From an optimization exercise on the open Yosys and OpenROAD flow, aimed at small area and a short achievable clock period; shortcuts taken in it are not production practice. At most, simulation tests tie the RTL to the original design; equivalence was not proved. The RTL of runs 1 to 3 was laid out without a check of its function.

## flow/design.v (module list and top-level ports; edited modules follow where they fit)
// module bbox_axis: 26 lines
// module bbox_extent: 20 lines
// module bbox_snap: 13 lines
// module bbox_cull_a: 1400 lines
// module bbox_cull_b: 163 lines
// module bbox_pipe: 23 lines
// module bbox_top: 91 lines
module bbox_top (
    input  logic               clk,
    input  logic               rst_n,
    input  logic [143:0]       tri_in,
    input  logic               tri_valid,
    input  logic [47:0]        screen,
    input  logic [3:0]         ss_code,
    input  logic               hold,
    output logic [143:0]       out_tri,
    output logic [95:0]        out_box,
    output logic               out_valid
);
  // ...
==> flow/run.sh <==
#!/bin/bash
# synth_recipe.tcl (not shown) runs the flow's synth.tcl, then flattens the netlist and writes it again
# the make line also repeats each setting of config.mk as NAME=value (left out here)
make -C /OpenROAD-flow-scripts/flow DESIGN_CONFIG=/design/flow/config.mk WORK_HOME=/design/flow/orfs CLKGATE_MAP_FILE= SYNTH_SCRIPT=/design/flow/synth_recipe.tcl finish
==> flow/config.mk <==
export PLATFORM = sky130hd
export DESIGN_NAME = bbox_top
export DESIGN_NICKNAME = bbox_top
export VERILOG_FILES = /design/flow/design.v
export SDC_FILE = /design/flow/constraint.sdc
export NUM_CORES = 4
export LEC_CHECK = 0
export ABC_AREA = 1
export CAP_MARGIN = 20
export CORE_MARGIN = 2
export CORE_UTILIZATION = 40
export SETUP_SLACK_MARGIN = 5
export SLEW_MARGIN = 40
export TNS_END_PERCENT = 100
==> flow/constraint.sdc <==
create_clock -name core_clock -period 15.0 [get_ports {clk}]
set_input_delay 3.0000 -clock core_clock [delete_from_list [all_inputs] [get_ports {clk}]]
set_output_delay 3.0000 -clock core_clock [all_outputs]
set_load 0.01 [all_outputs]
==> impl_metrics.env, run 1 <==
export IMPL_register_area_sq_um=23890
export IMPL_insertion_delay_ns=0.73
export IMPL_num_clock_buffers=120
export IMPL_critical_path_class="input port to flip-flop"
export IMPL_core_area_sq_um=153900
export IMPL_cts_made_buffers=90
export IMPL_bufAreaShareNonClock_pct=7.160
export IMPL_use_met2_pct=39.76
export IMPL_synth_top_area_share_pct=36.82
export IMPL_seq_share_pct=33.53
export IMPL_worstPathArrival_ns=6.20
export IMPL_min_path_cells=0
export IMPL_ff2ff_path_depth=14
export IMPL_cts_reportedPaths_clkPinSlew_ns=0.06
export IMPL_reg2reg_to="mid2[46]"
export IMPL_period_share_pct=39.03
export IMPL_synth_compound_area_share_pct=10.30
export IMPL_synthTopCellsByCount="inv_1 (996), edfxtp_1 (759), nand2_1 (734), xor2_1 (651), fa_1 (591)"
export IMPL_maxSlewHeadroom_pct=35.31
export IMPL_path_cells="clkdlybuf4s50_1 -> clkinvlp_4 -> buf_12 -> buf_6 -> buf_12 -> buf_16"
export IMPL_status="timing/DRC/antenna clean"
export IMPL_met3WireLength_microns=21590
export IMPL_drt_first_pass_iters=8
export IMPL_synth_top_family_by_area="adder cells"
export IMPL_nNetsFinal=7320
export IMPL_crit_start="hold"
export IMPL_rrSetupSlack_ns=9.40
export IMPL_critPathCapture="t2_q[130]"
export IMPL_fin_ws_ns=9.146
export IMPL_rows=144
export IMPL_yosys_area_share_simple_pct=8.063
export IMPL_dp_slack_ns=8.285
export IMPL_largest_class="multi-input combinational cells"
export IMPL_ys_ff_latch=813
export IMPL_crit_fanout=140
==> module bbox_pipe, before the edit <==
module bbox_pipe (
    input  logic [143:0] tri_in,
    output logic [24:0]  dx10,
    output logic [24:0]  dy21,
    output logic [24:0]  dy10,
    output logic [24:0]  dx21,
    output logic         x2lt0,
    output logic         y2lt0
);
    logic signed [24:0] x0, y0, x1, y1, x2, y2;
    assign x0 = {tri_in[  47], tri_in[  24 +: 24]};
    assign y0 = {tri_in[  23], tri_in[   0 +: 24]};
    assign x1 = {tri_in[  95], tri_in[  72 +: 24]};
    assign y1 = {tri_in[  71], tri_in[  48 +: 24]};
    assign x2 = {tri_in[ 143], tri_in[ 120 +: 24]};
    assign y2 = {tri_in[ 119], tri_in[  96 +: 24]};
    assign dx10 = x1 - x0;
    assign dy21 = y2 - y1;
    assign dy10 = y1 - y0;
    assign dx21 = x2 - x1;
    assign x2lt0 = x2 < x0;
    assign y2lt0 = y2 < y0;
endmodule
==> run 2: changes to the inputs <==
--- a/flow/design.v
+++ b/flow/design.v
@@ -1635,15 +1635,478 @@
 );
-    logic signed [24:0] x0, y0, x1, y1, x2, y2;
-    assign x0 = {tri_in[  47], tri_in[  24 +: 24]};
-    assign y0 = {tri_in[  23], tri_in[   0 +: 24]};
-    assign x1 = {tri_in[  95], tri_in[  72 +: 24]};
-    assign y1 = {tri_in[  71], tri_in[  48 +: 24]};
-    assign x2 = {tri_in[ 143], tri_in[ 120 +: 24]};
-    assign y2 = {tri_in[ 119], tri_in[  96 +: 24]};
-    assign dx10 = x1 - x0;
-    assign dy21 = y2 - y1;
-    assign dy10 = y1 - y0;
-    assign dx21 = x2 - x1;
-    assign x2lt0 = x2 < x0;
-    assign y2lt0 = y2 < y0;
+    wire [24:0] x0 = {tri_in[  47], tri_in[  24 +: 24]};
+    wire [24:0] y0 = {tri_in[  23], tri_in[   0 +: 24]};
+    wire [24:0] x1 = {tri_in[  95], tri_in[  72 +: 24]};
+    wire [24:0] y1 = {tri_in[  71], tri_in[  48 +: 24]};
+    wire [24:0] x2 = {tri_in[ 143], tri_in[ 120 +: 24]};
+    wire [24:0] y2 = {tri_in[ 119], tri_in[  96 +: 24]};
+    wire [24:0] dx10_g = x1 & ~x0;
+    wire [24:0] dx10_p = ~(x1 ^ x0);
+    wire dx10_ug1 = dx10_g[0] | (dx10_p[0] & 1'b1);
+    wire dx10_up1 = dx10_p[0] & 1'b0;
+    wire dx10_ug2 = dx10_g[2] | (dx10_p[2] & dx10_g[1]);
+    wire dx10_up2 = dx10_p[2] & dx10_p[1];
+    wire dx10_ug3 = dx10_g[4] | (dx10_p[4] & dx10_g[3]);
+    wire dx10_up3 = dx10_p[4] & dx10_p[3];
+    wire dx10_ug4 = dx10_g[6] | (dx10_p[6] & dx10_g[5]);
+    wire dx10_up4 = dx10_p[6] & dx10_p[5];
+    wire dx10_ug5 = dx10_g[8] | (dx10_p[8] & dx10_g[7]);
+    wire dx10_up5 = dx10_p[8] & dx10_p[7];
+    wire dx10_ug6 = dx10_g[10] | (dx10_p[10] & dx10_g[9]);
+    wire dx10_up6 = dx10_p[10] & dx10_p[9];
+    wire dx10_ug7 = dx10_g[12] | (dx10_p[12] & dx10_g[11]);
+    wire dx10_up7 = dx10_p[12] & dx10_p[11];
+    wire dx10_ug8 = dx10_g[14] | (dx10_p[14] & dx10_g[13]);
+    wire dx10_up8 = dx10_p[14] & dx10_p[13];
+    wire dx10_ug9 = dx10_g[16] | (dx10_p[16] & dx10_g[15]);
+    wire dx10_up9 = dx10_p[16] & dx10_p[15];
+    wire dx10_ug10 = dx10_g[18] | (dx10_p[18] & dx10_g[17]);
+    wire dx10_up10 = dx10_p[18] & dx10_p[17];
+    wire dx10_ug11 = dx10_g[20] | (dx10_p[20] & dx10_g[19]);
+    wire dx10_up11 = dx10_p[20] & dx10_p[19];
+    wire dx10_ug12 = dx10_g[22] | (dx10_p[22] & dx10_g[21]);
+    wire dx10_up12 = dx10_p[22] & dx10_p[21];
+    wire dx10_ug13 = dx10_g[24] | (dx10_p[24] & dx10_g[23]);
+    wire dx10_up13 = dx10_p[24] & dx10_p[23];
+    wire dx10_ug14 = dx10_ug2 | (dx10_up2 & dx10_ug1);
+    wire dx10_up14 = dx10_up2 & dx10_up1;
+    wire dx10_ug15 = dx10_ug4 | (dx10_up4 & dx10_ug3);
+    wire dx10_up15 = dx10_up4 & dx10_up3;
+    wire dx10_ug16 = dx10_ug6 | (dx10_up6 & dx10_ug5);
+    wire dx10_up16 = dx10_up6 & dx10_up5;
+    wire dx10_ug17 = dx10_ug8 | (dx10_up8 & dx10_ug7);
+    wire dx10_up17 = dx10_up8 & dx10_up7;
+    wire dx10_ug18 = dx10_ug10 | (dx10_up10 & dx10_ug9);
+    wire dx10_up18 = dx10_up10 & dx10_up9;
+    wire dx10_ug19 = dx10_ug12 | (dx10_up12 & dx10_ug11);
+    wire dx10_up19 = dx10_up12 & dx10_up11;
+    wire dx10_ug20 = dx10_ug15 | (dx10_up15 & dx10_ug14);
+    wire dx10_up20 = dx10_up15 & dx10_up14;
+    wire dx10_ug21 = dx10_ug17 | (dx10_up17 & dx10_ug16);
+    wire dx10_up21 = dx10_up17 & dx10_up16;
+    wire dx10_ug22 = dx10_ug19 | (dx10_up19 & dx10_ug18);
+    wire dx10_up22 = dx10_up19 & dx10_up18;
+    wire dx10_ug23 = dx10_ug21 | (dx10_up21 & dx10_ug20);
+    wire dx10_up23 = dx10_up21 & dx10_up20;
+    wire dx10_dg24 = dx10_ug22 | (dx10_up22 & dx10_ug23);
+    wire dx10_dp24 = dx10_up22 & dx10_up23;
+    wire dx10_dg25 = dx10_ug16 | (dx10_up16 & dx10_ug20);
+    wire dx10_dp25 = dx10_up16 & dx10_up20;
+    wire dx10_dg26 = dx10_ug18 | (dx10_up18 & dx10_ug23);
+    wire dx10_dp26 = dx10_up18 & dx10_up23;
+    wire dx10_dg27 = dx10_ug3 | (dx10_up3 & dx10_ug14);
+    wire dx10_dp27 = dx10_up3 & dx10_up14;
+    wire dx10_dg28 = dx10_ug5 | (dx10_up5 & dx10_ug20);
+    wire dx10_dp28 = dx10_up5 & dx10_up20;
+    wire dx10_dg29 = dx10_ug7 | (dx10_up7 & dx10_dg25);
+    wire dx10_dp29 = dx10_up7 & dx10_dp25;
+    wire dx10_dg30 = dx10_ug9 | (dx10_up9 & dx10_ug23);
+    wire dx10_dp30 = dx10_up9 & dx10_up23;
+    wire dx10_dg31 = dx10_ug11 | (dx10_up11 & dx10_dg26);
+    wire dx10_dp31 = dx10_up11 & dx10_dp26;
+    wire dx10_dg32 = dx10_ug13 | (dx10_up13 & dx10_dg24);
+    wire dx10_dp32 = dx10_up13 & dx10_dp24;
+    wire dx10_dg33 = dx10_g[1] | (dx10_p[1] & dx10_ug1);
+    wire dx10_dp33 = dx10_p[1] & dx10_up1;
+    wire dx10_dg34 = dx10_g[3] | (dx10_p[3] & dx10_ug14);
+    wire dx10_dp34 = dx10_p[3] & dx10_up14;
+    wire dx10_dg35 = dx10_g[5] | (dx10_p[5] & dx10_dg27);
+    wire dx10_dp35 = dx10_p[5] & dx10_dp27;
+    wire dx10_dg36 = dx10_g[7] | (dx10_p[7] & dx10_ug20);
+    wire dx10_dp36 = dx10_p[7] & dx10_up20;
+    wire dx10_dg37 = dx10_g[9] | (dx10_p[9] & dx10_dg28);
+    wire dx10_dp37 = dx10_p[9] & dx10_dp28;
+    wire dx10_dg38 = dx10_g[11] | (dx10_p[11] & dx10_dg25);
+    wire dx10_dp38 = dx10_p[11] & dx10_dp25;
+    wire dx10_dg39 = dx10_g[13] | (dx10_p[13] & dx10_dg29);
+    wire dx10_dp39 = dx10_p[13] & dx10_dp29;
+    wire dx10_dg40 = dx10_g[15] | (dx10_p[15] & dx10_ug23);
+    wire dx10_dp40 = dx10_p[15] & dx10_up23;
+    wire dx10_dg41 = dx10_g[17] | (dx10_p[17] & dx10_dg30);
+    wire dx10_dp41 = dx10_p[17] & dx10_dp30;
+    wire dx10_dg42 = dx10_g[19] | (dx10_p[19] & dx10_dg26);
+    wire dx10_dp42 = dx10_p[19] & dx10_dp26;
+    wire dx10_dg43 = dx10_g[21] | (dx10_p[21] & dx10_dg31);
+    wire dx10_dp43 = dx10_p[21] & dx10_dp31;
+    wire dx10_dg44 = dx10_g[23] | (dx10_p[23] & dx10_dg24);
+    wire dx10_dp44 = dx10_p[23] & dx10_dp24;
+    wire [24:0] dx10_c = {dx10_dg44, dx10_dg24, dx10_dg43, dx10_dg31, dx10_dg42, dx10_dg26, dx10_dg41, dx10_dg30, dx10_dg40, dx10_ug23, dx10_dg39, dx10_dg29, dx10_dg38, dx10_dg25, dx10_dg37, dx10_dg28, dx10_dg36, dx10_ug20, dx10_dg35, dx10_dg27, dx10_dg34, dx10_ug14, dx10_dg33, dx10_ug1, 1'b1};
+    assign dx10 = dx10_p ^ dx10_c;
+    wire [24:0] dy21_g = y2 & ~y1;
+    wire [24:0] dy21_p = ~(y2 ^ y1);
+    wire dy21_ug1 = dy21_g[0] | (dy21_p[0] & 1'b1);
+    wire dy21_up1 = dy21_p[0] & 1'b0;
+    wire dy21_ug2 = dy21_g[2] | (dy21_p[2] & dy21_g[1]);
+    wire dy21_up2 = dy21_p[2] & dy21_p[1];
+    wire dy21_ug3 = dy21_g[4] | (dy21_p[4] & dy21_g[3]);
+    wire dy21_up3 = dy21_p[4] & dy21_p[3];
+    wire dy21_ug4 = dy21_g[6] | (dy21_p[6] & dy21_g[5]);
+    wire dy21_up4 = dy21_p[6] & dy21_p[5];
+    wire dy21_ug5 = dy21_g[8] | (dy21_p[8] & dy21_g[7]);
+    wire dy21_up5 = dy21_p[8] & dy21_p[7];
+    wire dy21_ug6 = dy21_g[10] | (dy21_p[10] & dy21_g[9]);
+    wire dy21_up6 = dy21_p[10] & dy21_p[9];
+    wire dy21_ug7 = dy21_g[12] | (dy21_p[12] & dy21_g[11]);
+    wire dy21_up7 = dy21_p[12] & dy21_p[11];
+    wire dy21_ug8 = dy21_g[14] | (dy21_p[14] & dy21_g[13]);
+    wire dy21_up8 = dy21_p[14] & dy21_p[13];
+    wire dy21_ug9 = dy21_g[16] | (dy21_p[16] & dy21_g[15]);
+    wire dy21_up9 = dy21_p[16] & dy21_p[15];
+    wire dy21_ug10 = dy21_g[18] | (dy21_p[18] & dy21_g[17]);
+    wire dy21_up10 = dy21_p[18] & dy21_p[17];
+    wire dy21_ug11 = dy21_g[20] | (dy21_p[20] & dy21_g[19]);
+    wire dy21_up11 = dy21_p[20] & dy21_p[19];
+    wire dy21_ug12 = dy21_g[22] | (dy21_p[22] & dy21_g[21]);
+    wire dy21_up12 = dy21_p[22] & dy21_p[21];
+    wire dy21_ug13 = dy21_g[24] | (dy21_p[24] & dy21_g[23]);
+    wire dy21_up13 = dy21_p[24] & dy21_p[23];
+    wire dy21_ug14 = dy21_ug2 | (dy21_up2 & dy21_ug1);
+    wire dy21_up14 = dy21_up2 & dy21_up1;
+    wire dy21_ug15 = dy21_ug4 | (dy21_up4 & dy21_ug3);
+    wire dy21_up15 = dy21_up4 & dy21_up3;
+    wire dy21_ug16 = dy21_ug6 | (dy21_up6 & dy21_ug5);
+    wire dy21_up16 = dy21_up6 & dy21_up5;
+    wire dy21_ug17 = dy21_ug8 | (dy21_up8 & dy21_ug7);
+    wire dy21_up17 = dy21_up8 & dy21_up7;
+    wire dy21_ug18 = dy21_ug10 | (dy21_up10 & dy21_ug9);
+    wire dy21_up18 = dy21_up10 & dy21_up9;
+    wire dy21_ug19 = dy21_ug12 | (dy21_up12 & dy21_ug11);
+    wire dy21_up19 = dy21_up12 & dy21_up11;
+    wire dy21_ug20 = dy21_ug15 | (dy21_up15 & dy21_ug14);
+    wire dy21_up20 = dy21_up15 & dy21_up14;
+    wire dy21_ug21 = dy21_ug17 | (dy21_up17 & dy21_ug16);
+    wire dy21_up21 = dy21_up17 & dy21_up16;
+    wire dy21_ug22 = dy21_ug19 | (dy21_up19 & dy21_ug18);
+    wire dy21_up22 = dy21_up19 & dy21_up18;
+    wire dy21_ug23 = dy21_ug21 | (dy21_up21 & dy21_ug20);
+    wire dy21_up23 = dy21_up21 & dy21_up20;
+    wire dy21_dg24 = dy21_ug22 | (dy21_up22 & dy21_ug23);
+    wire dy21_dp24 = dy21_up22 & dy21_up23;
+    wire dy21_dg25 = dy21_ug16 | (dy21_up16 & dy21_ug20);
+    wire dy21_dp25 = dy21_up16 & dy21_up20;
+    wire dy21_dg26 = dy21_ug18 | (dy21_up18 & dy21_ug23);
+    wire dy21_dp26 = dy21_up18 & dy21_up23;
+    wire dy21_dg27 = dy21_ug3 | (dy21_up3 & dy21_ug14);
+    wire dy21_dp27 = dy21_up3 & dy21_up14;
+    wire dy21_dg28 = dy21_ug5 | (dy21_up5 & dy21_ug20);
+    wire dy21_dp28 = dy21_up5 & dy21_up20;
+    wire dy21_dg29 = dy21_ug7 | (dy21_up7 & dy21_dg25);
+    wire dy21_dp29 = dy21_up7 & dy21_dp25;
+    wire dy21_dg30 = dy21_ug9 | (dy21_up9 & dy21_ug23);
+    wire dy21_dp30 = dy21_up9 & dy21_up23;
+    wire dy21_dg31 = dy21_ug11 | (dy21_up11 & dy21_dg26);
+    wire dy21_dp31 = dy21_up11 & dy21_dp26;
+    wire dy21_dg32 = dy21_ug13 | (dy21_up13 & dy21_dg24);
+    wire dy21_dp32 = dy21_up13 & dy21_dp24;
+    wire dy21_dg33 = dy21_g[1] | (dy21_p[1] & dy21_ug1);
+    wire dy21_dp33 = dy21_p[1] & dy21_up1;
+    wire dy21_dg34 = dy21_g[3] | (dy21_p[3] & dy21_ug14);
+    wire dy21_dp34 = dy21_p[3] & dy21_up14;
+    wire dy21_dg35 = dy21_g[5] | (dy21_p[5] & dy21_dg27);
+    wire dy21_dp35 = dy21_p[5] & dy21_dp27;
+    wire dy21_dg36 = dy21_g[7] | (dy21_p[7] & dy21_ug20);
+    wire dy21_dp36 = dy21_p[7] & dy21_up20;
+    wire dy21_dg37 = dy21_g[9] | (dy21_p[9] & dy21_dg28);
+    wire dy21_dp37 = dy21_p[9] & dy21_dp28;
+    wire dy21_dg38 = dy21_g[11] | (dy21_p[11] & dy21_dg25);
+    wire dy21_dp38 = dy21_p[11] & dy21_dp25;
+    wire dy21_dg39 = dy21_g[13] | (dy21_p[13] & dy21_dg29);
+    wire dy21_dp39 = dy21_p[13] & dy21_dp29;
+    wire dy21_dg40 = dy21_g[15] | (dy21_p[15] & dy21_ug23);
+    wire dy21_dp40 = dy21_p[15] & dy21_up23;
+    wire dy21_dg41 = dy21_g[17] | (dy21_p[17] & dy21_dg30);
+    wire dy21_dp41 = dy21_p[17] & dy21_dp30;
+    wire dy21_dg42 = dy21_g[19] | (dy21_p[19] & dy21_dg26);
+    wire dy21_dp42 = dy21_p[19] & dy21_dp26;
+    wire dy21_dg43 = dy21_g[21] | (dy21_p[21] & dy21_dg31);
+    wire dy21_dp43 = dy21_p[21] & dy21_dp31;
+    wire dy21_dg44 = dy21_g[23] | (dy21_p[23] & dy21_dg24);
+    wire dy21_dp44 = dy21_p[23] & dy21_dp24;
+    wire [24:0] dy21_c = {dy21_dg44, dy21_dg24, dy21_dg43, dy21_dg31, dy21_dg42, dy21_dg26, dy21_dg41, dy21_dg30, dy21_dg40, dy21_ug23, dy21_dg39, dy21_dg29, dy21_dg38, dy21_dg25, dy21_dg37, dy21_dg28, dy21_dg36, dy21_ug20, dy21_dg35, dy21_dg27, dy21_dg34, dy21_ug14, dy21_dg33, dy21_ug1, 1'b1};
+    assign dy21 = dy21_p ^ dy21_c;
+    wire [24:0] dy10_g = y1 & ~y0;
+    wire [24:0] dy10_p = ~(y1 ^ y0);
+    wire dy10_ug1 = dy10_g[0] | (dy10_p[0] & 1'b1);
+    wire dy10_up1 = dy10_p[0] & 1'b0;
+    wire dy10_ug2 = dy10_g[2] | (dy10_p[2] & dy10_g[1]);
+    wire dy10_up2 = dy10_p[2] & dy10_p[1];
+    wire dy10_ug3 = dy10_g[4] | (dy10_p[4] & dy10_g[3]);
+    wire dy10_up3 = dy10_p[4] & dy10_p[3];
+    wire dy10_ug4 = dy10_g[6] | (dy10_p[6] & dy10_g[5]);
+    wire dy10_up4 = dy10_p[6] & dy10_p[5];
+    wire dy10_ug5 = dy10_g[8] | (dy10_p[8] & dy10_g[7]);
+    wire dy10_up5 = dy10_p[8] & dy10_p[7];
+    wire dy10_ug6 = dy10_g[10] | (dy10_p[10] & dy10_g[9]);
+    wire dy10_up6 = dy10_p[10] & dy10_p[9];
+    wire dy10_ug7 = dy10_g[12] | (dy10_p[12] & dy10_g[11]);
+    wire dy10_up7 = dy10_p[12] & dy10_p[11];
+    wire dy10_ug8 = dy10_g[14] | (dy10_p[14] & dy10_g[13]);
+    wire dy10_up8 = dy10_p[14] & dy10_p[13];
+    wire dy10_ug9 = dy10_g[16] | (dy10_p[16] & dy10_g[15]);
+    wire dy10_up9 = dy10_p[16] & dy10_p[15];
+    wire dy10_ug10 = dy10_g[18] | (dy10_p[18] & dy10_g[17]);
+    wire dy10_up10 = dy10_p[18] & dy10_p[17];
+    wire dy10_ug11 = dy10_g[20] | (dy10_p[20] & dy10_g[19]);
+    wire dy10_up11 = dy10_p[20] & dy10_p[19];
+    wire dy10_ug12 = dy10_g[22] | (dy10_p[22] & dy10_g[21]);
+    wire dy10_up12 = dy10_p[22] & dy10_p[21];
+    wire dy10_ug13 = dy10_g[24] | (dy10_p[24] & dy10_g[23]);
+    wire dy10_up13 = dy10_p[24] & dy10_p[23];
+    wire dy10_ug14 = dy10_ug2 | (dy10_up2 & dy10_ug1);
+    wire dy10_up14 = dy10_up2 & dy10_up1;
+    wire dy10_ug15 = dy10_ug4 | (dy10_up4 & dy10_ug3);
+    wire dy10_up15 = dy10_up4 & dy10_up3;
+    wire dy10_ug16 = dy10_ug6 | (dy10_up6 & dy10_ug5);
+    wire dy10_up16 = dy10_up6 & dy10_up5;
+    wire dy10_ug17 = dy10_ug8 | (dy10_up8 & dy10_ug7);
+    wire dy10_up17 = dy10_up8 & dy10_up7;
+    wire dy10_ug18 = dy10_ug10 | (dy10_up10 & dy10_ug9);
+    wire dy10_up18 = dy10_up10 & dy10_up9;
+    wire dy10_ug19 = dy10_ug12 | (dy10_up12 & dy10_ug11);
+    wire dy10_up19 = dy10_up12 & dy10_up11;
+    wire dy10_ug20 = dy10_ug15 | (dy10_up15 & dy10_ug14);
+    wire dy10_up20 = dy10_up15 & dy10_up14;
+    wire dy10_ug21 = dy10_ug17 | (dy10_up17 & dy10_ug16);
+    wire dy10_up21 = dy10_up17 & dy10_up16;
+    wire dy10_ug22 = dy10_ug19 | (dy10_up19 & dy10_ug18);
+    wire dy10_up22 = dy10_up19 & dy10_up18;
+    wire dy10_ug23 = dy10_ug21 | (dy10_up21 & dy10_ug20);
+    wire dy10_up23 = dy10_up21 & dy10_up20;
+    wire dy10_dg24 = dy10_ug22 | (dy10_up22 & dy10_ug23);
+    wire dy10_dp24 = dy10_up22 & dy10_up23;
+    wire dy10_dg25 = dy10_ug16 | (dy10_up16 & dy10_ug20);
+    wire dy10_dp25 = dy10_up16 & dy10_up20;
+    wire dy10_dg26 = dy10_ug18 | (dy10_up18 & dy10_ug23);
+    wire dy10_dp26 = dy10_up18 & dy10_up23;
+    wire dy10_dg27 = dy10_ug3 | (dy10_up3 & dy10_ug14);
+    wire dy10_dp27 = dy10_up3 & dy10_up14;
+    wire dy10_dg28 = dy10_ug5 | (dy10_up5 & dy10_ug20);
+    wire dy10_dp28 = dy10_up5 & dy10_up20;
+    wire dy10_dg29 = dy10_ug7 | (dy10_up7 & dy10_dg25);
+    wire dy10_dp29 = dy10_up7 & dy10_dp25;
+    wire dy10_dg30 = dy10_ug9 | (dy10_up9 & dy10_ug23);
+    wire dy10_dp30 = dy10_up9 & dy10_up23;
+    wire dy10_dg31 = dy10_ug11 | (dy10_up11 & dy10_dg26);
+    wire dy10_dp31 = dy10_up11 & dy10_dp26;
+    wire dy10_dg32 = dy10_ug13 | (dy10_up13 & dy10_dg24);
+    wire dy10_dp32 = dy10_up13 & dy10_dp24;
+    wire dy10_dg33 = dy10_g[1] | (dy10_p[1] & dy10_ug1);
+    wire dy10_dp33 = dy10_p[1] & dy10_up1;
+    wire dy10_dg34 = dy10_g[3] | (dy10_p[3] & dy10_ug14);
+    wire dy10_dp34 = dy10_p[3] & dy10_up14;
+    wire dy10_dg35 = dy10_g[5] | (dy10_p[5] & dy10_dg27);
+    wire dy10_dp35 = dy10_p[5] & dy10_dp27;
+    wire dy10_dg36 = dy10_g[7] | (dy10_p[7] & dy10_ug20);
+    wire dy10_dp36 = dy10_p[7] & dy10_up20;
+    wire dy10_dg37 = dy10_g[9] | (dy10_p[9] & dy10_dg28);
+    wire dy10_dp37 = dy10_p[9] & dy10_dp28;
+    wire dy10_dg38 = dy10_g[11] | (dy10_p[11] & dy10_dg25);
+    wire dy10_dp38 = dy10_p[11] & dy10_dp25;
+    wire dy10_dg39 = dy10_g[13] | (dy10_p[13] & dy10_dg29);
+    wire dy10_dp39 = dy10_p[13] & dy10_dp29;
+    wire dy10_dg40 = dy10_g[15] | (dy10_p[15] & dy10_ug23);
+    wire dy10_dp40 = dy10_p[15] & dy10_up23;
+    wire dy10_dg41 = dy10_g[17] | (dy10_p[17] & dy10_dg30);
+    wire dy10_dp41 = dy10_p[17] & dy10_dp30;
+    wire dy10_dg42 = dy10_g[19] | (dy10_p[19] & dy10_dg26);
+    wire dy10_dp42 = dy10_p[19] & dy10_dp26;
+    wire dy10_dg43 = dy10_g[21] | (dy10_p[21] & dy10_dg31);
+    wire dy10_dp43 = dy10_p[21] & dy10_dp31;
+    wire dy10_dg44 = dy10_g[23] | (dy10_p[23] & dy10_dg24);
+    wire dy10_dp44 = dy10_p[23] & dy10_dp24;
+    wire [24:0] dy10_c = {dy10_dg44, dy10_dg24, dy10_dg43, dy10_dg31, dy10_dg42, dy10_dg26, dy10_dg41, dy10_dg30, dy10_dg40, dy10_ug23, dy10_dg39, dy10_dg29, dy10_dg38, dy10_dg25, dy10_dg37, dy10_dg28, dy10_dg36, dy10_ug20, dy10_dg35, dy10_dg27, dy10_dg34, dy10_ug14, dy10_dg33, dy10_ug1, 1'b1};
+    assign dy10 = dy10_p ^ dy10_c;
+    wire [24:0] dx21_g = x2 & ~x1;
+    wire [24:0] dx21_p = ~(x2 ^ x1);
+    wire dx21_ug1 = dx21_g[0] | (dx21_p[0] & 1'b1);
+    wire dx21_up1 = dx21_p[0] & 1'b0;
+    wire dx21_ug2 = dx21_g[2] | (dx21_p[2] & dx21_g[1]);
+    wire dx21_up2 = dx21_p[2] & dx21_p[1];
+    wire dx21_ug3 = dx21_g[4] | (dx21_p[4] & dx21_g[3]);
+    wire dx21_up3 = dx21_p[4] & dx21_p[3];
+    wire dx21_ug4 = dx21_g[6] | (dx21_p[6] & dx21_g[5]);
+    wire dx21_up4 = dx21_p[6] & dx21_p[5];
+    wire dx21_ug5 = dx21_g[8] | (dx21_p[8] & dx21_g[7]);
+    wire dx21_up5 = dx21_p[8] & dx21_p[7];
+    wire dx21_ug6 = dx21_g[10] | (dx21_p[10] & dx21_g[9]);
+    wire dx21_up6 = dx21_p[10] & dx21_p[9];
+    wire dx21_ug7 = dx21_g[12] | (dx21_p[12] & dx21_g[11]);
+    wire dx21_up7 = dx21_p[12] & dx21_p[11];
+    wire dx21_ug8 = dx21_g[14] | (dx21_p[14] & dx21_g[13]);
+    wire dx21_up8 = dx21_p[14] & dx21_p[13];
+    wire dx21_ug9 = dx21_g[16] | (dx21_p[16] & dx21_g[15]);
+    wire dx21_up9 = dx21_p[16] & dx21_p[15];
+    wire dx21_ug10 = dx21_g[18] | (dx21_p[18] & dx21_g[17]);
+    wire dx21_up10 = dx21_p[18] & dx21_p[17];
+    wire dx21_ug11 = dx21_g[20] | (dx21_p[20] & dx21_g[19]);
+    wire dx21_up11 = dx21_p[20] & dx21_p[19];
+    wire dx21_ug12 = dx21_g[22] | (dx21_p[22] & dx21_g[21]);
+    wire dx21_up12 = dx21_p[22] & dx21_p[21];
+    wire dx21_ug13 = dx21_g[24] | (dx21_p[24] & dx21_g[23]);
+    wire dx21_up13 = dx21_p[24] & dx21_p[23];
+    wire dx21_ug14 = dx21_ug2 | (dx21_up2 & dx21_ug1);
+    wire dx21_up14 = dx21_up2 & dx21_up1;
+    wire dx21_ug15 = dx21_ug4 | (dx21_up4 & dx21_ug3);
+    wire dx21_up15 = dx21_up4 & dx21_up3;
+    wire dx21_ug16 = dx21_ug6 | (dx21_up6 & dx21_ug5);
+    wire dx21_up16 = dx21_up6 & dx21_up5;
+    wire dx21_ug17 = dx21_ug8 | (dx21_up8 & dx21_ug7);
+    wire dx21_up17 = dx21_up8 & dx21_up7;
+    wire dx21_ug18 = dx21_ug10 | (dx21_up10 & dx21_ug9);
+    wire dx21_up18 = dx21_up10 & dx21_up9;
+    wire dx21_ug19 = dx21_ug12 | (dx21_up12 & dx21_ug11);
+    wire dx21_up19 = dx21_up12 & dx21_up11;
+    wire dx21_ug20 = dx21_ug15 | (dx21_up15 & dx21_ug14);
+    wire dx21_up20 = dx21_up15 & dx21_up14;
+    wire dx21_ug21 = dx21_ug17 | (dx21_up17 & dx21_ug16);
+    wire dx21_up21 = dx21_up17 & dx21_up16;
+    wire dx21_ug22 = dx21_ug19 | (dx21_up19 & dx21_ug18);
+    wire dx21_up22 = dx21_up19 & dx21_up18;
+    wire dx21_ug23 = dx21_ug21 | (dx21_up21 & dx21_ug20);
+    wire dx21_up23 = dx21_up21 & dx21_up20;
+    wire dx21_dg24 = dx21_ug22 | (dx21_up22 & dx21_ug23);
+    wire dx21_dp24 = dx21_up22 & dx21_up23;
+    wire dx21_dg25 = dx21_ug16 | (dx21_up16 & dx21_ug20);
+    wire dx21_dp25 = dx21_up16 & dx21_up20;
+    wire dx21_dg26 = dx21_ug18 | (dx21_up18 & dx21_ug23);
+    wire dx21_dp26 = dx21_up18 & dx21_up23;
+    wire dx21_dg27 = dx21_ug3 | (dx21_up3 & dx21_ug14);
+    wire dx21_dp27 = dx21_up3 & dx21_up14;
+    wire dx21_dg28 = dx21_ug5 | (dx21_up5 & dx21_ug20);
+    wire dx21_dp28 = dx21_up5 & dx21_up20;
+    wire dx21_dg29 = dx21_ug7 | (dx21_up7 & dx21_dg25);
+    wire dx21_dp29 = dx21_up7 & dx21_dp25;
+    wire dx21_dg30 = dx21_ug9 | (dx21_up9 & dx21_ug23);
+    wire dx21_dp30 = dx21_up9 & dx21_up23;
+    wire dx21_dg31 = dx21_ug11 | (dx21_up11 & dx21_dg26);
+    wire dx21_dp31 = dx21_up11 & dx21_dp26;
+    wire dx21_dg32 = dx21_ug13 | (dx21_up13 & dx21_dg24);
+    wire dx21_dp32 = dx21_up13 & dx21_dp24;
+    wire dx21_dg33 = dx21_g[1] | (dx21_p[1] & dx21_ug1);
+    wire dx21_dp33 = dx21_p[1] & dx21_up1;
+    wire dx21_dg34 = dx21_g[3] | (dx21_p[3] & dx21_ug14);
+    wire dx21_dp34 = dx21_p[3] & dx21_up14;
+    wire dx21_dg35 = dx21_g[5] | (dx21_p[5] & dx21_dg27);
+    wire dx21_dp35 = dx21_p[5] & dx21_dp27;
+    wire dx21_dg36 = dx21_g[7] | (dx21_p[7] & dx21_ug20);
+    wire dx21_dp36 = dx21_p[7] & dx21_up20;
+    wire dx21_dg37 = dx21_g[9] | (dx21_p[9] & dx21_dg28);
+    wire dx21_dp37 = dx21_p[9] & dx21_dp28;
+    wire dx21_dg38 = dx21_g[11] | (dx21_p[11] & dx21_dg25);
+    wire dx21_dp38 = dx21_p[11] & dx21_dp25;
+    wire dx21_dg39 = dx21_g[13] | (dx21_p[13] & dx21_dg29);
+    wire dx21_dp39 = dx21_p[13] & dx21_dp29;
+    wire dx21_dg40 = dx21_g[15] | (dx21_p[15] & dx21_ug23);
+    wire dx21_dp40 = dx21_p[15] & dx21_up23;
+    wire dx21_dg41 = dx21_g[17] | (dx21_p[17] & dx21_dg30);
+    wire dx21_dp41 = dx21_p[17] & dx21_dp30;
+    wire dx21_dg42 = dx21_g[19] | (dx21_p[19] & dx21_dg26);
+    wire dx21_dp42 = dx21_p[19] & dx21_dp26;
+    wire dx21_dg43 = dx21_g[21] | (dx21_p[21] & dx21_dg31);
+    wire dx21_dp43 = dx21_p[21] & dx21_dp31;
+    wire dx21_dg44 = dx21_g[23] | (dx21_p[23] & dx21_dg24);
+    wire dx21_dp44 = dx21_p[23] & dx21_dp24;
+    wire [24:0] dx21_c = {dx21_dg44, dx21_dg24, dx21_dg43, dx21_dg31, dx21_dg42, dx21_dg26, dx21_dg41, dx21_dg30, dx21_dg40, dx21_ug23, dx21_dg39, dx21_dg29, dx21_dg38, dx21_dg25, dx21_dg37, dx21_dg28, dx21_dg36, dx21_ug20, dx21_dg35, dx21_dg27, dx21_dg34, dx21_ug14, dx21_dg33, dx21_ug1, 1'b1};
+    assign dx21 = dx21_p ^ dx21_c;
+    wire [24:0] x2lt0_g = x2 & ~x0;
+    wire [24:0] x2lt0_p = ~(x2 ^ x0);
+    wire x2lt0_tg1 = x2lt0_g[0] | (x2lt0_p[0] & 1'b1);
+    wire x2lt0_tp1 = x2lt0_p[0] & 1'b0;
+    wire x2lt0_tg2 = x2lt0_g[2] | (x2lt0_p[2] & x2lt0_g[1]);
+    wire x2lt0_tp2 = x2lt0_p[2] & x2lt0_p[1];
+    wire x2lt0_tg3 = x2lt0_g[4] | (x2lt0_p[4] & x2lt0_g[3]);
+    wire x2lt0_tp3 = x2lt0_p[4] & x2lt0_p[3];
+    wire x2lt0_tg4 = x2lt0_g[6] | (x2lt0_p[6] & x2lt0_g[5]);
+    wire x2lt0_tp4 = x2lt0_p[6] & x2lt0_p[5];
+    wire x2lt0_tg5 = x2lt0_g[8] | (x2lt0_p[8] & x2lt0_g[7]);
+    wire x2lt0_tp5 = x2lt0_p[8] & x2lt0_p[7];
+    wire x2lt0_tg6 = x2lt0_g[10] | (x2lt0_p[10] & x2lt0_g[9]);
+    wire x2lt0_tp6 = x2lt0_p[10] & x2lt0_p[9];
+    wire x2lt0_tg7 = x2lt0_g[12] | (x2lt0_p[12] & x2lt0_g[11]);
+    wire x2lt0_tp7 = x2lt0_p[12] & x2lt0_p[11];
+    wire x2lt0_tg8 = x2lt0_g[14] | (x2lt0_p[14] & x2lt0_g[13]);
+    wire x2lt0_tp8 = x2lt0_p[14] & x2lt0_p[13];
+    wire x2lt0_tg9 = x2lt0_g[16] | (x2lt0_p[16] & x2lt0_g[15]);
+    wire x2lt0_tp9 = x2lt0_p[16] & x2lt0_p[15];
+    wire x2lt0_tg10 = x2lt0_g[18] | (x2lt0_p[18] & x2lt0_g[17]);
+    wire x2lt0_tp10 = x2lt0_p[18] & x2lt0_p[17];
+    wire x2lt0_tg11 = x2lt0_g[20] | (x2lt0_p[20] & x2lt0_g[19]);
+    wire x2lt0_tp11 = x2lt0_p[20] & x2lt0_p[19];
+    wire x2lt0_tg12 = x2lt0_g[22] | (x2lt0_p[22] & x2lt0_g[21]);
+    wire x2lt0_tp12 = x2lt0_p[22] & x2lt0_p[21];
+    wire x2lt0_tg13 = x2lt0_tg2 | (x2lt0_tp2 & x2lt0_tg1);
+    wire x2lt0_tp13 = x2lt0_tp2 & x2lt0_tp1;
+    wire x2lt0_tg14 = x2lt0_tg4 | (x2lt0_tp4 & x2lt0_tg3);
+    wire x2lt0_tp14 = x2lt0_tp4 & x2lt0_tp3;
+    wire x2lt0_tg15 = x2lt0_tg6 | (x2lt0_tp6 & x2lt0_tg5);
+    wire x2lt0_tp15 = x2lt0_tp6 & x2lt0_tp5;
+    wire x2lt0_tg16 = x2lt0_tg8 | (x2lt0_tp8 & x2lt0_tg7);
+    wire x2lt0_tp16 = x2lt0_tp8 & x2lt0_tp7;
+    wire x2lt0_tg17 = x2lt0_tg10 | (x2lt0_tp10 & x2lt0_tg9);
+    wire x2lt0_tp17 = x2lt0_tp10 & x2lt0_tp9;
+    wire x2lt0_tg18 = x2lt0_tg12 | (x2lt0_tp12 & x2lt0_tg11);
+    wire x2lt0_tp18 = x2lt0_tp12 & x2lt0_tp11;
+    wire x2lt0_tg19 = x2lt0_tg14 | (x2lt0_tp14 & x2lt0_tg13);
+    wire x2lt0_tp19 = x2lt0_tp14 & x2lt0_tp13;
+    wire x2lt0_tg20 = x2lt0_tg16 | (x2lt0_tp16 & x2lt0_tg15);
+    wire x2lt0_tp20 = x2lt0_tp16 & x2lt0_tp15;
+    wire x2lt0_tg21 = x2lt0_tg18 | (x2lt0_tp18 & x2lt0_tg17);
+    wire x2lt0_tp21 = x2lt0_tp18 & x2lt0_tp17;
+    wire x2lt0_tg22 = x2lt0_tg20 | (x2lt0_tp20 & x2lt0_tg19);
+    wire x2lt0_tp22 = x2lt0_tp20 & x2lt0_tp19;
+    wire x2lt0_tg23 = x2lt0_g[23] | (x2lt0_p[23] & x2lt0_tg21);
+    wire x2lt0_tp23 = x2lt0_p[23] & x2lt0_tp21;
+    wire x2lt0_tg24 = x2lt0_tg23 | (x2lt0_tp23 & x2lt0_tg22);
+    wire x2lt0_tp24 = x2lt0_tp23 & x2lt0_tp22;
+    assign x2lt0 = x2lt0_p[24] ^ x2lt0_tg24;
+    wire [24:0] y2lt0_g = y2 & ~y0;
+    wire [24:0] y2lt0_p = ~(y2 ^ y0);
+    wire y2lt0_tg1 = y2lt0_g[0] | (y2lt0_p[0] & 1'b1);
+    wire y2lt0_tp1 = y2lt0_p[0] & 1'b0;
+    wire y2lt0_tg2 = y2lt0_g[2] | (y2lt0_p[2] & y2lt0_g[1]);
+    wire y2lt0_tp2 = y2lt0_p[2] & y2lt0_p[1];
+    wire y2lt0_tg3 = y2lt0_g[4] | (y2lt0_p[4] & y2lt0_g[3]);
+    wire y2lt0_tp3 = y2lt0_p[4] & y2lt0_p[3];
+    wire y2lt0_tg4 = y2lt0_g[6] | (y2lt0_p[6] & y2lt0_g[5]);
+    wire y2lt0_tp4 = y2lt0_p[6] & y2lt0_p[5];
+    wire y2lt0_tg5 = y2lt0_g[8] | (y2lt0_p[8] & y2lt0_g[7]);
+    wire y2lt0_tp5 = y2lt0_p[8] & y2lt0_p[7];
+    wire y2lt0_tg6 = y2lt0_g[10] | (y2lt0_p[10] & y2lt0_g[9]);
+    wire y2lt0_tp6 = y2lt0_p[10] & y2lt0_p[9];
+    wire y2lt0_tg7 = y2lt0_g[12] | (y2lt0_p[12] & y2lt0_g[11]);
+    wire y2lt0_tp7 = y2lt0_p[12] & y2lt0_p[11];
+    wire y2lt0_tg8 = y2lt0_g[14] | (y2lt0_p[14] & y2lt0_g[13]);
+    wire y2lt0_tp8 = y2lt0_p[14] & y2lt0_p[13];
+    wire y2lt0_tg9 = y2lt0_g[16] | (y2lt0_p[16] & y2lt0_g[15]);
+    wire y2lt0_tp9 = y2lt0_p[16] & y2lt0_p[15];
+    wire y2lt0_tg10 = y2lt0_g[18] | (y2lt0_p[18] & y2lt0_g[17]);
+    wire y2lt0_tp10 = y2lt0_p[18] & y2lt0_p[17];
+    wire y2lt0_tg11 = y2lt0_g[20] | (y2lt0_p[20] & y2lt0_g[19]);
+    wire y2lt0_tp11 = y2lt0_p[20] & y2lt0_p[19];
+    wire y2lt0_tg12 = y2lt0_g[22] | (y2lt0_p[22] & y2lt0_g[21]);
+    wire y2lt0_tp12 = y2lt0_p[22] & y2lt0_p[21];
+    wire y2lt0_tg13 = y2lt0_tg2 | (y2lt0_tp2 & y2lt0_tg1);
+    wire y2lt0_tp13 = y2lt0_tp2 & y2lt0_tp1;
+    wire y2lt0_tg14 = y2lt0_tg4 | (y2lt0_tp4 & y2lt0_tg3);
+    wire y2lt0_tp14 = y2lt0_tp4 & y2lt0_tp3;
+    wire y2lt0_tg15 = y2lt0_tg6 | (y2lt0_tp6 & y2lt0_tg5);
+    wire y2lt0_tp15 = y2lt0_tp6 & y2lt0_tp5;
+    wire y2lt0_tg16 = y2lt0_tg8 | (y2lt0_tp8 & y2lt0_tg7);
+    wire y2lt0_tp16 = y2lt0_tp8 & y2lt0_tp7;
+    wire y2lt0_tg17 = y2lt0_tg10 | (y2lt0_tp10 & y2lt0_tg9);
+    wire y2lt0_tp17 = y2lt0_tp10 & y2lt0_tp9;
+    wire y2lt0_tg18 = y2lt0_tg12 | (y2lt0_tp12 & y2lt0_tg11);
+    wire y2lt0_tp18 = y2lt0_tp12 & y2lt0_tp11;
+    wire y2lt0_tg19 = y2lt0_tg14 | (y2lt0_tp14 & y2lt0_tg13);
+    wire y2lt0_tp19 = y2lt0_tp14 & y2lt0_tp13;
+    wire y2lt0_tg20 = y2lt0_tg16 | (y2lt0_tp16 & y2lt0_tg15);
+    wire y2lt0_tp20 = y2lt0_tp16 & y2lt0_tp15;
+    wire y2lt0_tg21 = y2lt0_tg18 | (y2lt0_tp18 & y2lt0_tg17);
+    wire y2lt0_tp21 = y2lt0_tp18 & y2lt0_tp17;
+    wire y2lt0_tg22 = y2lt0_tg20 | (y2lt0_tp20 & y2lt0_tg19);
+    wire y2lt0_tp22 = y2lt0_tp20 & y2lt0_tp19;
+    wire y2lt0_tg23 = y2lt0_g[23] | (y2lt0_p[23] & y2lt0_tg21);
+    wire y2lt0_tp23 = y2lt0_p[23] & y2lt0_tp21;
+    wire y2lt0_tg24 = y2lt0_tg23 | (y2lt0_tp23 & y2lt0_tg22);
+    wire y2lt0_tp24 = y2lt0_tp23 & y2lt0_tp22;
+    assign y2lt0 = y2lt0_p[24] ^ y2lt0_tg24;
 endmodule
==> flow/flow/run.sh (new file) <==
#!/bin/bash
set -euo pipefail
bash standard.sh SETUP_SLACK_MARGIN=10.5 finish > make.log 2>&1
==> flow/standard.sh (new file) <==
#!/bin/bash
# synth_recipe.tcl (not shown) runs the flow's synth.tcl, then flattens the netlist and writes it again
# the make line also repeats each setting of config.mk as NAME=value (left out here)
make -C /OpenROAD-flow-scripts/flow DESIGN_CONFIG=/design/flow/config.mk WORK_HOME=/design/flow/orfs CLKGATE_MAP_FILE= SYNTH_SCRIPT=/design/flow/synth_recipe.tcl "${@:-finish}"
--- a/flow/config.mk
+++ b/flow/config.mk
@@ -11,3 +11,2 @@
 export CORE_UTILIZATION = 40
-export SETUP_SLACK_MARGIN = 5
 export SLEW_MARGIN = 40
removed: flow/run.sh
==> run 2 against run 1 <==
Still clean. Synthesized cell count decreased by 9.2%. Maximum frequency up 27%. Flip-flop and latch count unchanged. Highest routed layer unchanged.
==> impl_metrics.env, run 2 <==
export IMPL_status="timing/DRC/antenna clean"
export IMPL_core_area_sq_um=148200
export IMPL_synth_top_area_share_pct=38.06
export IMPL_dpl_cell_area_sq_um=66730
export IMPL_wl_microns=235000
export IMPL_grt_first_pass_wirelength_microns=324200
export IMPL_synthTopCellsByCount="inv_1 (942), edfxtp_1 (759), xor2_1 (640), fa_1 (635), o22ai_1 (581)"
export IMPL_nNetsFinal=7073
export IMPL_rsz0062_at_grt="true"
export IMPL_globalplace_congestion=0.9731
export IMPL_synth_distinct_cells=53
export IMPL_maxUsedRoutingLayer="met5"
export IMPL_ys_ff_latch=813
export IMPL_drt_first_pass_iters=9
export IMPL_worst_clock_skew_ns=0.07288
export IMPL_yosysTopAreaCell="edfxtp_1"
export IMPL_final_setup_tns_ns=0
export IMPL_cts_max_path_buffers=3
export IMPL_hold_viol=0
export IMPL_cts_made_buffers=91
export IMPL_start_util_pct=40.41
export IMPL_fp_dieH_microns=390.9
export IMPL_layout_min_cycle_time_ns=4.609
export IMPL_crit_path_end_kind="flip-flop"
export IMPL_dp_cells=7546
export IMPL_met3WireLength_microns=31870
export IMPL_track_usage_pct=29.47
export IMPL_io_pins=441
export IMPL_antenna_found_initial=16
export IMPL_syn_to_final_growth_pct=26.22
export IMPL_stdcell_count=7987
export IMPL_dp_hpwl_microns=148900
export IMPL_wl_met2_microns=99140
export IMPL_ys_top_cells_by_area="edfxtp_1 (38%), fa_1 (21%), xor2_1 (9.4%)"
export IMPL_cts_htree_levels=3
export IMPL_grt_pass1_vias=45540
export IMPL_grt_max_degree=85
export IMPL_final_area_sq_um=75580
export IMPL_drt_initial_drc_count=6275
export IMPL_cap_viol_max_count=0
export IMPL_cts_reportedPaths_clkPinSlew_ns=0.06
export IMPL_worstPathRequired_ns=15.45
export IMPL_insertion_delay_ns=0.75
export IMPL_yosysMostFrequentCell="inv_1"
export IMPL_setup_viol=0
export IMPL_cts_tree="built"
export IMPL_syn_area_sq_um=59880
export IMPL_tightest_slew_ns=0.8636
export IMPL_synth_edff_count=759
export IMPL_syn_area_per_cell_sq_um=11.09
export IMPL_root_buffer="clkbuf_16"
export IMPL_worstPathArrival_ns=5.06
export IMPL_crit_fanout=12
export IMPL_drc=0
export IMPL_top_regs="t1_q (144), t2_q (144), t3_q (144)"
export IMPL_hold_buffers=0
export IMPL_die_area_sq_um=152800
export IMPL_vias_per_cell=5.822
export IMPL_critical_path_class="flip-flop to flip-flop"
export IMPL_async_reset_ff_share_pct=0.3690
export IMPL_rows=141
export IMPL_synth_warnings=2
export IMPL_numPortBuffers=424
export IMPL_min_path_type="flip-flop to flip-flop"
export IMPL_period_share_pct=30.72
export IMPL_synth_ff_type="edfxtp_1"
export IMPL_layout_common_cells="inv_1 (827), edfxtp_1 (759), xor2_1 (627)"
export IMPL_detail_route_antenna_nets=0
export IMPL_drive_gt1_share_pct=19.21
export IMPL_post_drt_wl_per_cell_microns=29.43
export IMPL_maxSlewHeadroom_pct=42.23
export IMPL_slew_viol_final=0
export IMPL_vias=46500
export IMPL_die_w_microns=390.9
export IMPL_fin_util_pct=51.00
export IMPL_fmaxAchievable_mhz=217.0
export IMPL_clock_sinks=813
export IMPL_final_common_cell="inv_1"
export IMPL_grt_ovfl_total=0
export IMPL_met1_length_microns=85700
export IMPL_hold_ws_ns=0.4096
export IMPL_crit_path_start_kind="flip-flop"
export IMPL_netlist_instances=5398
export IMPL_ys_seq_area_share_pct=39.89
## run 2: timing repair
item                                    4_1_cts  5_1_grt
cloned                                       45       18
gates resized for setup                     927      435
endpoints found under the hold margin         0        0
endpoints found under the setup margin      937      374
buffers inserted                            106       95
pin swaps                                    70      167
## run 2: cell type report
type                    instances  area (sq um)
flip-flops and latches        813         23890
fillers                     12920         72620
multi-input cells            3337         34010
diodes                         13         32.53
repair inverters                1         7.507
repair buffers                767          8267
clock buffers                 122          2496
inverters                     964          3965
clock inverters                40         495.5
well taps                    1930          2415
## run 2: logic make-up after synthesis
| group | after synthesis | share of synthesized area (%) |
|---|---|---|
| buffers and inverters | 1279 | 8.571 |
| AOI/OAI and AO/OA | 913 | 9.403 |
| adders and majority gates | 898 | 26.73 |
| and+or+nand+nor | 844 | 5.893 |
| DFF | 813 | 39.89 |
| xor gates and xnor gates | 650 | 9.507 |
| other | 1 | 0.006263 |
## run 2: worst paths after layout
check | end | slack, ns | cells past startpoint | from
setup / recovery | mid2[96] | 10.39 | 13 | dy21[7]
hold / removal | t3_q[122] | 0.41 | 0 | t2_q[122]
setup reg to reg | mid2[96] | 10.39 | 13 | dy21[7]
hold reg to reg | t3_q[122] | 0.41 | 0 | t2_q[122]
max in group asynchronous | v1 | 12.34 | 1 | rst_n
min in group asynchronous | v3 | 2.51 | 1 | rst_n
## run 2: worst max-delay path, cell delays in order, from the launching register on
cell	delay, ns
edfxtp_1	0.49
buf_6	0.14
buf_6	0.11
buf_16	0.13
clkinv_8	0.06
buf_4	0.27
o21ai_1	0.62
fa_1	0.55
fa_1	0.52
inv_1	0.06
fa_2	0.53
inv_1	0.06
fa_2	0.34
fa_2	0.42
## run 2: per-layer routing
metal  vias up  global-route usage, %
li1      19120                      -
met1     22900                  37.23
met2      3417                  43.46
met3      1067                  11.24
met4         6                  16.03
met5         -                 0.4147
## run 2: metrics by stage
stage / worst slack (ns)
finish: 10.39
global route: 10.33
CTS: 10.45
detailed placement: 8.732
global placement: 8.095
floorplan: 0.3118
==> run 3: changes to the inputs <==
==> flow/flow/run.sh (replaced) <==
#!/bin/bash
set -euo pipefail
bash standard.sh SETUP_SLACK_MARGIN=10.5 MATCH_CELL_FOOTPRINT=0 \
  "BUFFER_PORTS_ARGS=-buffer_cell sky130_fd_sc_hd__buf_4" finish > make.log 2>&1
==> run 3 against run 2 <==
Still clean on timing, DRC and antenna. Maximum frequency down 1.0%. Via count shrank 2.1%. Worst hold slack worse by 0.032 ns. Area after synthesis unchanged. Clock skew is 0.0035 ns lower. Register-to-register slack got worse by 0.05 ns. Die area is the same. Sequential share of layout area is 0.56 points higher. Worst setup slack lost 0.049 ns. Largest cell class unchanged. Highest routed layer unchanged.
==> impl_metrics.env, run 3 <==
export IMPL_core_area_sq_um=148200
export IMPL_track_usage_pct=26.95
export IMPL_ys_ff_latch=813
export IMPL_yosysMostFrequentCell="inv_1"
export IMPL_path_cells="buf_12 -> nor2_4 -> inv_1 -> nand2_2 -> buf_12 -> o22ai_2 -> xor2_1 -> fa_1 -> inv_1 -> fa_1 -> inv_2 -> fa_2 -> fa_1 -> inv_2 -> fa_1"
export IMPL_final_common_cell="inv_1"
export IMPL_fmaxAchievable_mhz=214.7
export IMPL_crit_fanout=13
export IMPL_cts_reportedPaths_clkPinSlew_ns=0.07
export IMPL_nNetsFinal=7043
export IMPL_antenna_found_initial=10
export IMPL_grt_first_pass_wirelength_microns=300200
export IMPL_root_buffer="clkbuf_16"
export IMPL_async_reset_ff_share_pct=0.3690
export IMPL_layout_min_cycle_time_ns=4.657
export IMPL_rrSetupSlack_ns=10.34
export IMPL_r2r_start="dy21[7]"
export IMPL_dp_slack_ns=8.762
export IMPL_grt_pass1_vias=44160
export IMPL_vias_per_cell=5.717
export IMPL_drt_first_pass_iters=15
export IMPL_detail_route_antenna_nets=0
export IMPL_dp_hpwl_microns=141300
export IMPL_crit_path_max_incr_delay_ns=0.60
export IMPL_vias=45510
export IMPL_crit_start="dy21[7]"
export IMPL_synth_top_area_share_pct=38.06
export IMPL_hold_path_startpoint="t2_q[101]"
export IMPL_worst_clock_skew_ns=0.06942
export IMPL_die_area_sq_um=152800
export IMPL_rsz0062_at_grt="true"
export IMPL_path_buf_inv=6
export IMPL_crit_path_start_kind="flip-flop"
export IMPL_fp_dieH_microns=390.9
export IMPL_fin_util_pct=50.11
export IMPL_cts_made_buffers=91
export IMPL_io_pins=441
export IMPL_status="timing/DRC/antenna clean"
export IMPL_start_util_pct=40.41
export IMPL_min_path_type="flip-flop to flip-flop"
export IMPL_crit_path_end_kind="flip-flop"
export IMPL_drive_gt1_share_pct=23.03
export IMPL_fin_ws_ns=10.34
export IMPL_tightest_slew_ns=0.9018
export IMPL_maxSlewHeadroom_pct=39.88
export IMPL_numPortBuffers=424
export IMPL_ys_seq_area_share_pct=39.89
export IMPL_rows=141
export IMPL_slew_viol_final=0
export IMPL_clock_sinks=813
export IMPL_post_drt_wl_per_cell_microns=27.87
export IMPL_setup_viol=0
export IMPL_syn_area_per_cell_sq_um=11.09
export IMPL_cpMaxStageDelayCell="fa_1"
export IMPL_syn_area_sq_um=59880
export IMPL_cts_htree_levels=3
export IMPL_yosysTopAreaCell="edfxtp_1"
export IMPL_synthTopCellsByCount="inv_1 (942), edfxtp_1 (759), xor2_1 (640), fa_1 (635), o22ai_1 (581)"
export IMPL_crit_top_cell="fa_1"
export IMPL_hold_buffers=0
export IMPL_cts_max_path_buffers=3
export IMPL_die_w_microns=390.9
export IMPL_globalplace_congestion=0.9429
export IMPL_syn_to_final_growth_pct=24.03
export IMPL_layout_common_cells="inv_1 (874), edfxtp_1 (759), xor2_1 (628)"
export IMPL_critical_path_class="flip-flop to flip-flop"
export IMPL_grt_max_degree=164
export IMPL_drt_initial_drc_count=5712
export IMPL_final_setup_tns_ns=0
export IMPL_ys_top_cells_by_area="edfxtp_1 (38%), fa_1 (21%), xor2_1 (9.4%)"
export IMPL_grt_ovfl_total=0
export IMPL_wl_microns=221800
export IMPL_synth_ff_type="edfxtp_1"
export IMPL_drc=0
export IMPL_worstPathArrival_ns=5.13
export IMPL_hold_viol=0
export IMPL_cts_tree="built"
export IMPL_top_regs="t1_q (144), t2_q (144), t3_q (144)"
export IMPL_period_share_pct=31.05
export IMPL_synth_edff_count=759
export IMPL_synth_warnings=2
export IMPL_insertion_delay_ns=0.76
export IMPL_synth_distinct_cells=53
export IMPL_netlist_instances=5398
export IMPL_worstPathRequired_ns=15.47
export IMPL_cp_top_family="adder cells"
export IMPL_cap_viol_max_count=0
run 3: layout make-up:
type / instances / area [sq um]
antenna: 8 / 20.02
sequential: 813 / 23890
timing repair buffer: 738 / 7422
clock inverter: 52 / 724.4
tap: 1930 / 2415
inverter: 964 / 3865
multi-input combinational: 3334 / 33410
timing repair inverter: 3 / 20.02
clock buffer: 118 / 2502
fill: 12940 / 73930
run 3: through the flow:
stage | hold WS (ns) | area (sq um) | instances
detailed placement | 0.4045 | 65730 | 7570
finish | 0.3781 | 74270 | 7960
global placement | 0.4002 | 65680 | 7570
global route | 0.3862 | 74260 | 7959
CTS | 0.3727 | 71020 | 7812
floorplan | 0.4003 | 60670 | 5413
run 3: path summary, 6_finish.rpt:
kind / endpoint / cells past startpoint
worst min register to register: t3_q[101] / 0
min in group asynchronous: v1 / 1
worst max-delay path: mid2[84] / 15
max in group asynchronous: v3 / 1
worst max register to register: mid2[84] / 15
worst min-delay path: t3_q[101] / 0
run 3: layer usage:
metal,wire (microns),part of all wire [%],global-route usage (%)
met2,94690,43,40.35
met4,15410,6.9,12.21
met1,83220,38,35.40
met5,124,0.056,0
met3,28390,13,8.959
run 3: cells by family (layout without fill, tap and decap cells):
family	count (synthesis)	count (layout)	synth area share, %
buffers and inverters	1279	1875	8.571
xor gates and xnor gates	650	650	9.507
DFF	813	813	39.89
other	1	24	0.006263
AOI/OAI and AO/OA	913	913	9.403
adders and majority gates	898	898	26.73
and+or+nand+nor	844	857	5.893
run 3: what timing repair did:
| action | in CTS | in global routing |
|---|---|---|
| pin swaps | 29 | 125 |
| resized for setup | 347 | 350 |
| gates cloned | 27 | 39 |
| buffers inserted | 45 | 99 |
| endpoints found under the setup margin | 647 | 396 |
run 3: worst reg2reg max path, cell delays in order (launching register included):
cell and delay [ns]:
edfxtp_1 0.44, buf_12 0.20, nor2_4 0.19, inv_1 0.09
nand2_2 0.28, buf_12 0.23, o22ai_2 0.10, xor2_1 0.17
fa_1 0.51, inv_1 0.06, fa_1 0.49, inv_2 0.04
fa_2 0.47, fa_1 0.60, inv_2 0.06, fa_1 0.45
==> module bbox_axis, before the edit <==
module bbox_axis (
    input  logic [23:0] v0,
    input  logic [23:0] v1,
    input  logic [23:0] v2,
    input  logic        l01,
    input  logic        l12,
    input  logic        l02,
    input  logic [23:0] lim,
    input  logic [2:0]  keep,
    output logic [23:0] lo,
    output logic [23:0] hi
);
    logic        m0, m1, m2, h0, h1, h2;
    logic [23:0] mn, mx, mask;
    assign m0 = ~l01 & ~l02;
    assign m1 = l01 & ~l12;
    assign m2 = ~m0 & ~m1;
    assign h2 = ~l12 & ~l02;
    assign h1 = ~h2 & ~l01;
    assign h0 = ~h2 & l01;
    assign mask = {14'h3fff, keep, 7'h0};
    assign mn = (({24{m0}} & v0) | ({24{m1}} & v1) | ({24{m2}} & v2)) & mask;
    assign mx = (({24{h0}} & v0) | ({24{h1}} & v1) | ({24{h2}} & v2)) & mask;
    assign lo = mn[23] ? 24'h0 : mn;
    assign hi = ($signed(mx) > $signed(lim)) ? lim : mx;
endmodule
==> run 4: changes to the inputs <==
--- a/flow/design.v
+++ b/flow/design.v
@@ -14,3 +14,4 @@
     logic        m0, m1, m2, h0, h1, h2;
-    logic [23:0] mn, mx, mask;
+    logic [23:0] mn, mask;
+    logic signed [23:0] mx, lim_s;
     assign m0 = ~l01 & ~l02;
@@ -25,3 +26,4 @@
     assign lo = mn[23] ? 24'h0 : mn;
-    assign hi = ($signed(mx) > $signed(lim)) ? lim : mx;
+    assign lim_s = lim;
+    assign hi = (mx > lim_s) ? lim : mx;
 endmodule
==> flow/flow/run.sh (replaced) <==
#!/bin/bash
set -euo pipefail
bash standard.sh SETUP_SLACK_MARGIN=10.5 finish > make.log 2>&1
==> run 4 against run 3 <==
Core utilization increased by 0.88 points. Flip-flop and latch count unchanged. Worst hold slack improved by 0.032 ns. Worst setup slack improved by 0.049 ns. Via count increased by 2.2%.
==> impl_metrics.env, run 4 <==
export IMPL_syn_area_sq_um=59880
export IMPL_core_area_sq_um=148200
export IMPL_reg2reg_to="mid2[96]"
export IMPL_detail_route_antenna_nets=0
export IMPL_ys_ff_latch=813
export IMPL_final_common_cell="inv_1"
export IMPL_maxSlewHeadroom_pct=42.23
export IMPL_syn_to_final_growth_pct=26.22
export IMPL_crit_path_end_kind="flip-flop"
export IMPL_rows=141
export IMPL_synth_ff_type="edfxtp_1"
export IMPL_io_pins=441
export IMPL_rrSetupSlack_ns=10.39
export IMPL_yosysMostFrequentCell="inv_1"
export IMPL_grt_max_degree=85
export IMPL_met1_length_microns=85700
export IMPL_synth_distinct_cells=53
export IMPL_period_share_pct=30.72
export IMPL_rsz0062_at_grt="true"
export IMPL_synth_warnings=2
export IMPL_layout_min_cycle_time_ns=4.609
export IMPL_synthTopCellsByCount="inv_1 (942), edfxtp_1 (759), xor2_1 (640), fa_1 (635), o22ai_1 (581)"
export IMPL_die_w_microns=390.9
export IMPL_cap_viol_max_count=0
export IMPL_wl_met2_microns=99140
export IMPL_globalplace_congestion=0.9731
export IMPL_clock_sinks=813
export IMPL_top_regs="t1_q (144), t2_q (144), t3_q (144)"
export IMPL_cts_made_buffers=91
export IMPL_tightest_slew_ns=0.8636
export IMPL_final_setup_tns_ns=0
export IMPL_worstPathRequired_ns=15.45
export IMPL_netlist_instances=5398
export IMPL_drt_initial_drc_count=6275
export IMPL_synth_top_area_share_pct=38.06
export IMPL_fill_cells=12920
export IMPL_fmaxAchievable_mhz=217.0
export IMPL_cts_htree_levels=3
export IMPL_antenna_found_initial=16
export IMPL_met3WireLength_microns=31870
export IMPL_wl_microns=235000
export IMPL_ys_top_cells_by_area="edfxtp_1 (38%), fa_1 (21%), xor2_1 (9.4%)"
export IMPL_die_area_sq_um=152800
export IMPL_min_path_cells=0
export IMPL_synth_edff_count=759
export IMPL_setup_viol=0
export IMPL_ff2ff_path_depth=13
export IMPL_maxUsedRoutingLayer="met5"
export IMPL_hold_ws_ns=0.4096
export IMPL_grt_pass1_vias=45540
export IMPL_drive_gt1_share_pct=19.21
export IMPL_hold_viol=0
export IMPL_start_util_pct=40.41
export IMPL_track_usage_pct=29.47
export IMPL_async_reset_ff_share_pct=0.3690
export IMPL_status="timing/DRC/antenna clean"
export IMPL_min_path_type="flip-flop to flip-flop"
export IMPL_post_drt_wl_per_cell_microns=29.43
export IMPL_nNetsFinal=7073
export IMPL_syn_area_per_cell_sq_um=11.09
export IMPL_worstPathArrival_ns=5.06
export IMPL_r2r_start="dy21[7]"
export IMPL_yosysTopAreaCell="edfxtp_1"
export IMPL_layout_common_cells="inv_1 (827), edfxtp_1 (759), xor2_1 (627)"
run 4: cell counts after synthesis:
No cell type changed its count.
run 4: critical path: stages, from the launching register on:
cell	delay [ns]
edfxtp_1	0.49
buf_6	0.14
buf_6	0.11
buf_16	0.13
clkinv_8	0.06
buf_4	0.27
o21ai_1	0.62
fa_1	0.55
fa_1	0.52
inv_1	0.06
fa_2	0.53
inv_1	0.06
fa_2	0.34
fa_2	0.42
run 4: what timing repair did:
item,CTS,global route
setup endpoints to repair,937,374
resized for setup,927,435
setup buffers,106,95
cloned,45,18
pin swaps,70,167
run 4: layer usage:
layer | track usage [%] | vias to the layer above
li1 | - | 19120
met1 | 37.23 | 22900
met2 | 43.46 | 3417
met3 | 11.24 | 1067
met4 | 16.03 | 6
met5 | 0.4147 | -
run 4: kinds of logic after synthesis:
logic type               Yosys count  share of synthesized area (%)
AO/OA/AOI/OAI                    913                          9.403
XOR/XNOR                         650                          9.507
adder cells (fa/ha/maj)          898                          26.73
buffers and inverters           1279                          8.571
flip-flops                       813                          39.89
other                              1                       0.006263
AND/OR/NAND/NOR                  844                          5.893
run 4: worst max-delay path by stage:
| stage | endpoint | depth (start not counted) | from | slack, ns |
|---|---|---|---|---|
| floorplan | box3[0] | 1 | hold | 0.31 |
| global placement | mid2[46] | 11 | dx21[15] | 8.10 |
| detailed placement | y2lt0 | 13 | tri_in[5] | 8.73 |
| CTS | t1_q[143] | 6 | hold | 10.45 |
| global route | mid2[46] | 16 | dy21[7] | 10.33 |
| finish | mid2[96] | 13 | dy21[7] | 10.39 |
run 4: per-stage QoR:
| stage | utilization (%) | instances | area [sq um] | setup WS, ns |
|---|---|---|---|---|
| floorplan | - | 5413 | 60670 | 0.3118 |
| global placement | 44.87 | 7538 | 66500 | 8.095 |
| detailed placement | 45.03 | 7546 | 66730 | 8.732 |
| CTS | 49.36 | 7859 | 73140 | 10.45 |
| global route | 50.99 | 7980 | 75560 | 10.33 |
| finish | 51.00 | 7987 | 75580 | 10.39 |
run 4: area by class of cell:
cell class | count | area (sq um) | area share [%]
Timing Repair Buffer | 767 | 8267 | 10.94
Clock inverter | 40 | 495.5 | 0.6556
Antenna cell | 13 | 32.53 | 0.04304
Inverter | 964 | 3965 | 5.246
Tap cell | 1930 | 2415 | 3.195
Multi-Input combinational cell | 3337 | 34010 | 45.00
Clock buffer | 122 | 2496 | 3.303
Timing Repair inverter | 1 | 7.507 | 0.009933
Sequential cell | 813 | 23890 | 31.61

## what the ideal ports hide
The results above use ideal ports. As a check the final layouts listed here were re-extracted and re-timed, cells and wires unchanged. Step 1: set_driving_cell puts a clkbuf_16 on clk and a buf_2 on each other input, an assumption about the parent block. Step 2 times the ports against the registers' clock, not the clock port: input delays grow and output delays shrink by t, the midpoint of the rising clock arrivals with the driver on. Three values: ideal, step 1, step 2; two values: the first two.
run	t, ns	setup WS [ns]	cell pins on the clock port's net
run 1	0.788	9.146 / 9.197 / 8.409	1
run 2	0.803	10.391 / 10.391 / 9.715	1
run 3	0.811	10.343 / 10.343 / 9.740	1
run 4	0.803	10.391 / 10.391 / 9.715	1
After both steps every run listed still meets setup and hold. For run 1, which loses most, drivers alone change the setup slack by +0.051 ns; drivers and shift together by -0.737 ns.
